This design comes from an exercise in tuning for small area, a short achievable clock period and few clock cycles on the open sky130 flow, not from production work. In this exercise RTL edits were held to simulation tests only and were not proved equivalent to the original. No activity file was given, so power comes from the tool's default toggle rates.

==> flow/design.v <==
module lcd_img_ctrl #(
   parameter int unsigned IMG_W = 8,
   parameter int unsigned DW    = 8,
   parameter int unsigned AW    = 6
) (
   input  logic          clk,
   input  logic          reset,
   input  logic [3:0]    cmd,
   input  logic          cmd_valid,
   output logic          IROM_rd,
   output logic [AW-1:0] IROM_A,
   input  logic [DW-1:0] IROM_Q,
   output logic          IRAM_valid,
   output logic [DW-1:0] IRAM_D,
   output logic [AW-1:0] IRAM_A,
   output logic          busy,
   output logic          done
);
   localparam int unsigned   CW   = $clog2(IMG_W);
   localparam int unsigned   NPIX = IMG_W * IMG_W;
   localparam logic [AW-1:0] LAST = AW'(NPIX - 1);
   localparam logic [CW-1:0] CMAX = CW'(IMG_W - 1);
   localparam logic [CW-1:0] CMID = CW'(IMG_W / 2);
   localparam logic [CW-1:0] ONE  = CW'(1);
   typedef enum logic [2:0] {StLoad, StIdle, StExec, StWrite, StDone} state_e;
   state_e        state_q;
   logic [3:0]    cmd_q;
   logic [CW-1:0] x_q, y_q;
   logic          ld_pend_q;
   logic [AW-1:0] ld_addr_q;
   logic [DW-1:0] img [0:NPIX-1];
   logic [CW-1:0] xm1, ym1;
   logic [AW-1:0] i_tl, i_tr, i_bl, i_br;
   logic [DW-1:0] p_tl, p_tr, p_bl, p_br;
   logic [DW-1:0] n_tl, n_tr, n_bl, n_br;
   logic [DW-1:0] mx_t, mx_b, mx, mn_t, mn_b, mn;
   logic [DW+1:0] sum;
   logic          win_we;
   assign xm1  = x_q - ONE;
   assign ym1  = y_q - ONE;
   assign i_tl = {ym1, xm1};
   assign i_tr = {ym1, x_q};
   assign i_bl = {y_q, xm1};
   assign i_br = {y_q, x_q};
   assign p_tl = img[i_tl];
   assign p_tr = img[i_tr];
   assign p_bl = img[i_bl];
   assign p_br = img[i_br];
   assign mx_t = (p_tl > p_tr) ? p_tl : p_tr;
   assign mx_b = (p_bl > p_br) ? p_bl : p_br;
   assign mx   = (mx_t > mx_b) ? mx_t : mx_b;
   assign mn_t = (p_tl < p_tr) ? p_tl : p_tr;
   assign mn_b = (p_bl < p_br) ? p_bl : p_br;
   assign mn   = (mn_t < mn_b) ? mn_t : mn_b;
   assign sum  = {2'b00, p_tl} + {2'b00, p_tr} + {2'b00, p_bl} + {2'b00, p_br};
   always_comb begin
      n_tl   = p_tl;
      n_tr   = p_tr;
      n_bl   = p_bl;
      n_br   = p_br;
      win_we = 1'b0;
      if (state_q == StExec) begin
         case (cmd_q)
            4'h5: begin win_we = 1'b1; n_tl = mx; n_tr = mx; n_bl = mx; n_br = mx; end
            4'h6: begin win_we = 1'b1; n_tl = mn; n_tr = mn; n_bl = mn; n_br = mn; end
            4'h7: begin
               win_we = 1'b1;
               n_tl = sum[DW+1:2]; n_tr = sum[DW+1:2];
               n_bl = sum[DW+1:2]; n_br = sum[DW+1:2];
            end
            4'h8: begin win_we = 1'b1; n_tl = p_tr; n_tr = p_br; n_br = p_bl; n_bl = p_tl; end
            4'h9: begin win_we = 1'b1; n_tl = p_bl; n_bl = p_br; n_br = p_tr; n_tr = p_tl; end
            4'hA: begin win_we = 1'b1; n_tl = p_bl; n_bl = p_tl; n_tr = p_br; n_br = p_tr; end
            4'hB: begin win_we = 1'b1; n_tl = p_tr; n_tr = p_tl; n_bl = p_br; n_br = p_bl; end
            default: ;
         endcase
      end
   end
   always_ff @(posedge clk) begin
      if (ld_pend_q) begin
         img[ld_addr_q] <= IROM_Q;
      end else if (win_we) begin
         img[i_tl] <= n_tl;
         img[i_tr] <= n_tr;
         img[i_bl] <= n_bl;
         img[i_br] <= n_br;
      end
   end
   always_ff @(posedge clk or posedge reset) begin
      if (reset) begin
         state_q        <= StLoad;
         cmd_q          <= 4'h0;
         x_q            <= CMID;
         y_q            <= CMID;
         ld_pend_q      <= 1'b0;
         ld_addr_q      <= '0;
         IROM_rd        <= 1'b0;
         IROM_A         <= '0;
         IRAM_valid     <= 1'b0;
         IRAM_D         <= '0;
         IRAM_A         <= '0;
         busy           <= 1'b1;
         done           <= 1'b0;
      end else begin
         unique case (state_q)
            StLoad: begin
               if (!IROM_rd && !ld_pend_q && IROM_A == '0) IROM_rd <= 1'b1;
               if (IROM_rd) begin
                  ld_pend_q <= 1'b1;
                  ld_addr_q <= IROM_A;
                  if (IROM_A == LAST) IROM_rd <= 1'b0;
                  else                IROM_A  <= IROM_A + AW'(1);
               end else begin
                  ld_pend_q <= 1'b0;
               end
               if (ld_pend_q && ld_addr_q == LAST) begin
                  state_q  <= StIdle;
                  busy     <= 1'b0;
               end
            end
            StIdle: begin
               if (cmd_valid && !busy) begin
                  cmd_q    <= cmd;
                  busy     <= 1'b1;
                  state_q  <= StExec;
               end
            end
            StExec: begin
               case (cmd_q)
                  4'h0: begin
                     state_q    <= StWrite;
                     IRAM_valid <= 1'b1;
                     IRAM_A     <= '0;
                     IRAM_D     <= img[0];
                  end
                  4'h1: if (y_q > ONE)  y_q <= y_q - ONE;
                  4'h2: if (y_q < CMAX) y_q <= y_q + ONE;
                  4'h3: if (x_q > ONE)  x_q <= x_q - ONE;
                  4'h4: if (x_q < CMAX) x_q <= x_q + ONE;
                  default: ;
               endcase
               if (cmd_q != 4'h0) begin
                  busy    <= 1'b0;
                  state_q <= StIdle;
               end
            end
            StWrite: begin
               if (IRAM_A == LAST) begin
                  IRAM_valid <= 1'b0;
                  done       <= 1'b1;
                  state_q    <= StDone;
               end else begin
                  IRAM_A <= IRAM_A + AW'(1);
                  IRAM_D <= img[IRAM_A + AW'(1)];
               end
            end
            StDone: ;
            default: state_q <= StLoad;
         endcase
      end
   end
endmodule
==> flow/run.sh <==
#!/bin/bash
# synth_recipe.tcl (not shown) runs the flow's synth.tcl, then flattens the netlist and writes it again
# the make line also repeats each setting of config.mk as NAME=value (left out here)
make -C /OpenROAD-flow-scripts/flow DESIGN_CONFIG=/design/flow/config.mk WORK_HOME=/design/flow/orfs CLKGATE_MAP_FILE= SYNTH_SCRIPT=/design/flow/synth_recipe.tcl finish
==> flow/config.mk <==
export PLATFORM = sky130hd
export DESIGN_NAME = lcd_img_ctrl
export DESIGN_NICKNAME = lcd_img_ctrl
export VERILOG_FILES = /design/flow/design.v
export SDC_FILE = /design/flow/constraint.sdc
export NUM_CORES = 4
export LEC_CHECK = 0
export CAP_MARGIN = 20
export CELL_PAD_IN_SITES_DETAIL_PLACEMENT = 1
export CELL_PAD_IN_SITES_GLOBAL_PLACEMENT = 2
export CORE_MARGIN = 2
export CORE_UTILIZATION = 25
export PLACE_DENSITY = 0.3
export SLEW_MARGIN = 20
==> flow/constraint.sdc <==
create_clock -name core_clock -period 12.0 [get_ports {clk}]
set_input_delay 2.4000 -clock core_clock [delete_from_list [all_inputs] [get_ports {clk}]]
set_output_delay 2.4000 -clock core_clock [all_outputs]
set_load 0.01 [all_outputs]
==> results.txt <==
state kept, by name, indices dropped and copies added, names as in the netlist, 3 cells and up:
name	count
img	512
ld_addr_q	6
IRAM_D	8
IROM_A	6
cmd_q	4
x_q	3
state_q	3
IRAM_A	6
y_q	3
synth_stat cells (all sizes together) (82+ instances only):
library cell | n | share of area [%]
a21oi | 435 | 4.3
a221oi | 82 | 1.4
a22oi | 542 | 8.5
buf | 200 | 2.3
clkbuf | 351 | 2.6
edfxtp | 512 | 30
inv | 82 | 0.60
mux2 | 155 | 3.4
mux2i | 228 | 4.5
mux4 | 233 | 10
nand2 | 536 | 4.0
nand3 | 94 | 0.92
nor2 | 444 | 3.3
o21ai | 211 | 2.1
o22ai | 152 | 1.9
report_power, final:
part | switching, mW | internal [mW] | total [mW]
logic | 0.126 | 0.0845 | 0.211
registers | 0.00230 | 2.12 | 2.12
clock network | 1.19 | 1.49 | 2.68
layer usage:
layer	global-route usage, %	routed length, um	part of all wire, %
met1	55.68	186200	42
met2	59.60	185600	42
met3	10.13	43430	9.8
met4	21.71	26500	6.0
met5	0	264	0.060
through the flow:
step | utilization (%) | hold slack, ps | instance area [sq um] | std cells | setup slack (ps)
3_3_place_gp | 27.80 | 452.2 | 56700 | 7982 | 1353
2_1_floorplan | - | 470.7 | 51170 | 5402 | 3340
6_report | 29.29 | 468.7 | 59730 | 8174 | 1305
3_5_place_dp | 27.87 | 462.8 | 56840 | 7991 | 1375
4_1_cts | 29.22 | 481.0 | 59590 | 8144 | 1405
5_1_grt | 29.27 | 491.8 | 59690 | 8159 | 1200
final cells by class:
type,instances,area [sq um],share of cell area (%)
Tap cell,2688,3363,5.631
Timing Repair Buffer,462,4270,7.149
Multi-Input combinational cell,4211,32480,54.38
Clock inverter,52,591.8,0.9908
Clock buffer,101,2165,3.624
Sequential cell,556,16490,27.61
Inverter,84,317.8,0.5320
Antenna cell,20,50.05,0.08379
logic make-up after synthesis:
| logic type | count (synthesis) | synth area share, % |
|---|---|---|
| flip-flops | 556 | 32.21 |
| multiplexers | 616 | 18.13 |
| adder cells (fa/ha/maj) | 63 | 1.775 |
| XOR/XNOR | 23 | 0.4451 |
| AO/OA/AOI/OAI | 2033 | 28.49 |
| AND/OR/NAND/NOR | 1476 | 13.43 |
| buffers and inverters | 635 | 5.526 |
critical path, delay by kind of cell (launching register included):
family	cells	cell delay (ps)
AOI/OAI and AO/OA	13	3340
and+or+nand+nor	9	3010
buffers and inverters	6	1920
adders and majority gates	3	1150
DFF	1	860
worst paths after layout:
| path | startpoint | cells past startpoint | end | slack, ps |
|---|---|---|---|---|
| worst max-delay path | x_q[1] | 31 | img[23][3] | 1310 |
| worst min-delay path | done | 1 | done | 470 |
| worst max register to register | x_q[1] | 31 | img[23][3] | 1310 |
| worst min register to register | done | 1 | done | 470 |
| max in group asynchronous | reset | 3 | x_q[1] | 9290 |
| min in group asynchronous | reset | 3 | state_q[0] | 2170 |
==> results.py <==
metrics = {
    "timing": {
        "final.period_utilization_pct": 89.12,
        "clock_skew_ps": 53.66,
        "slew-limit-headroom_pct": 11.14,
        "rsz0062_at_grt": "false",
        "fin_crit_ps": 10690,
        "max_freq_mhz": 93.50,
        "final_hold_viol_count": 0,
        "fin_setup_tns_ps": 0,
        "setup_viol": 0,
        "worstMarginPinSlew_ps": 1322,
        "slew_viol_final": 0,
    },
    "route": {
        "drc": 0,
        "wl_per_cell_um": 54.08,
        "via_count": 56960,
        "firstDrtPassIters": 11,
        "via_per_inst": 6.968,
        "drt_iter0_drc": 8857,
        "postRouteAntennaNets": 0,
        "routed_wl_um": 442000,
    },
    "worst_setup_path": {
        "cpMaxStageDelayCell": "dfrtp_4",
        "critPathArrivalTime_ps": 11160,
        "cp_common_cell": "buf_4",
        "cp.required_ps": 12460,
        "worstSetupPathType": "reg -> reg",
        "critical_path.max_stage_delay_ps": 860,
        "startpoint_type": "flop",
        "path_max_fanout": 39,
        "end_kind": "flop",
    },
    "global_routing": {
        "grt_pass1_vias": 53770,
        "grt_overflow": 0,
        "antenna_found_initial": 50,
        "grt_pass1_wl_um": 571700,
        "grt_usage_pct": 40.98,
        "grt_max_degree": 106,
    },
    "clocking": {
        "clock-sinks": 556,
        "cts_root_buffer": "clkbuf_16",
        "numCtsBuffers": 83,
        "post_cts_buffers": 0,
        "cts_tree": "built",
        "cts.repair.resized": 0,
        "cts-htree-levels": 3,
        "clkTransAtPathRegs_ps": 60,
        "insertion_delay_ps": 780,
        "hold_buffers": 0,
        "clk_path_buf_depth": 3,
    },
    "worst_hold_path": {
        "hp-class": "reg -> reg",
    },
    "layout": {
        "final_common_cell": "nand2_1",
        "final_cell_mix": "nand2_1, edfxtp_1, a22oi_1",
        "drive_gt1_share_pct": 20.87,
        "nFillCells": 22940,
        "final_nets": 5476,
        "area_growth_syn_to_layout_pct": 16.74,
    },
    "floorplanning": {
        "die_h_um": 456.4,
        "die_area_sq_um": 208300,
        "top_level_ports": 39,
        "core_area_sq_um": 204000,
        "rows": 166,
        "start_util_pct": 25.09,
        "die_x_um": 456.4,
    },
    "yosys": {
        "syn_area_per_cell_sq_um": 9.472,
        "syn-cell-area_sq_um": 51170,
        "ys.flop_type": "edfxtp_1",
        "ys_async_sr_fraction_pct": 7.914,
        "synth_edf_count": 512,
        "netlist_instances": 5402,
        "ys_ff_latch": 556,
        "synth_cell_types": 109,
        "ys_seq_area_share_pct": 32.21,
        "syn-num-nets": 5480,
        "yosysWarnings": 1,
    },
    "placed_design": {
        "place_hpwl_um": 318300,
        "port_buffers": 38,
        "gp_congestion": 1.025,
    },
    "outcome": {
        "outcome": "timing/DRC/antenna clean",
    },
    "job": {
        "maxCapViolCount": 0,
    },
    "power": {
        "vdd_ir_drop_max_mv": 0.1231,
        "power_mw": 5.005,
        "cellLeakagePower_nw": 20.18,
        "powerDensity_nw_per_um2": 83.78,
    },
}
Testbench counts, summed over its fixed seeds: cycles 13,286.

-- separate check: timing with driven ports --
How much do the figures lean on ideal ports? The routed layout below was timed once more, with nothing changed but the port constraints. Step 1 (the two cells are an assumption about what drives the block):
set clk [get_ports {clk}]
set_driving_cell -lib_cell sky130_fd_sc_hd__clkbuf_16 $clk
set_driving_cell -lib_cell sky130_fd_sc_hd__buf_2 [delete_from_list [all_inputs] $clk]
Step 2 also shifts input and output timing later by t, the mid clock arrival at the registers, as if the neighbouring blocks saw the same clock. Slacks: ideal ports / drivers / drivers and shift; pairs: ideal ports / drivers.
t, ns: 0.847
setup slack, ns: 1.305 / 1.305 / 1.305
pins driven straight from the clock port: 1
After both steps setup and hold are still met in this run. For this run, drivers alone change the setup slack by 0.000 ns; drivers and shift together by 0.000 ns.
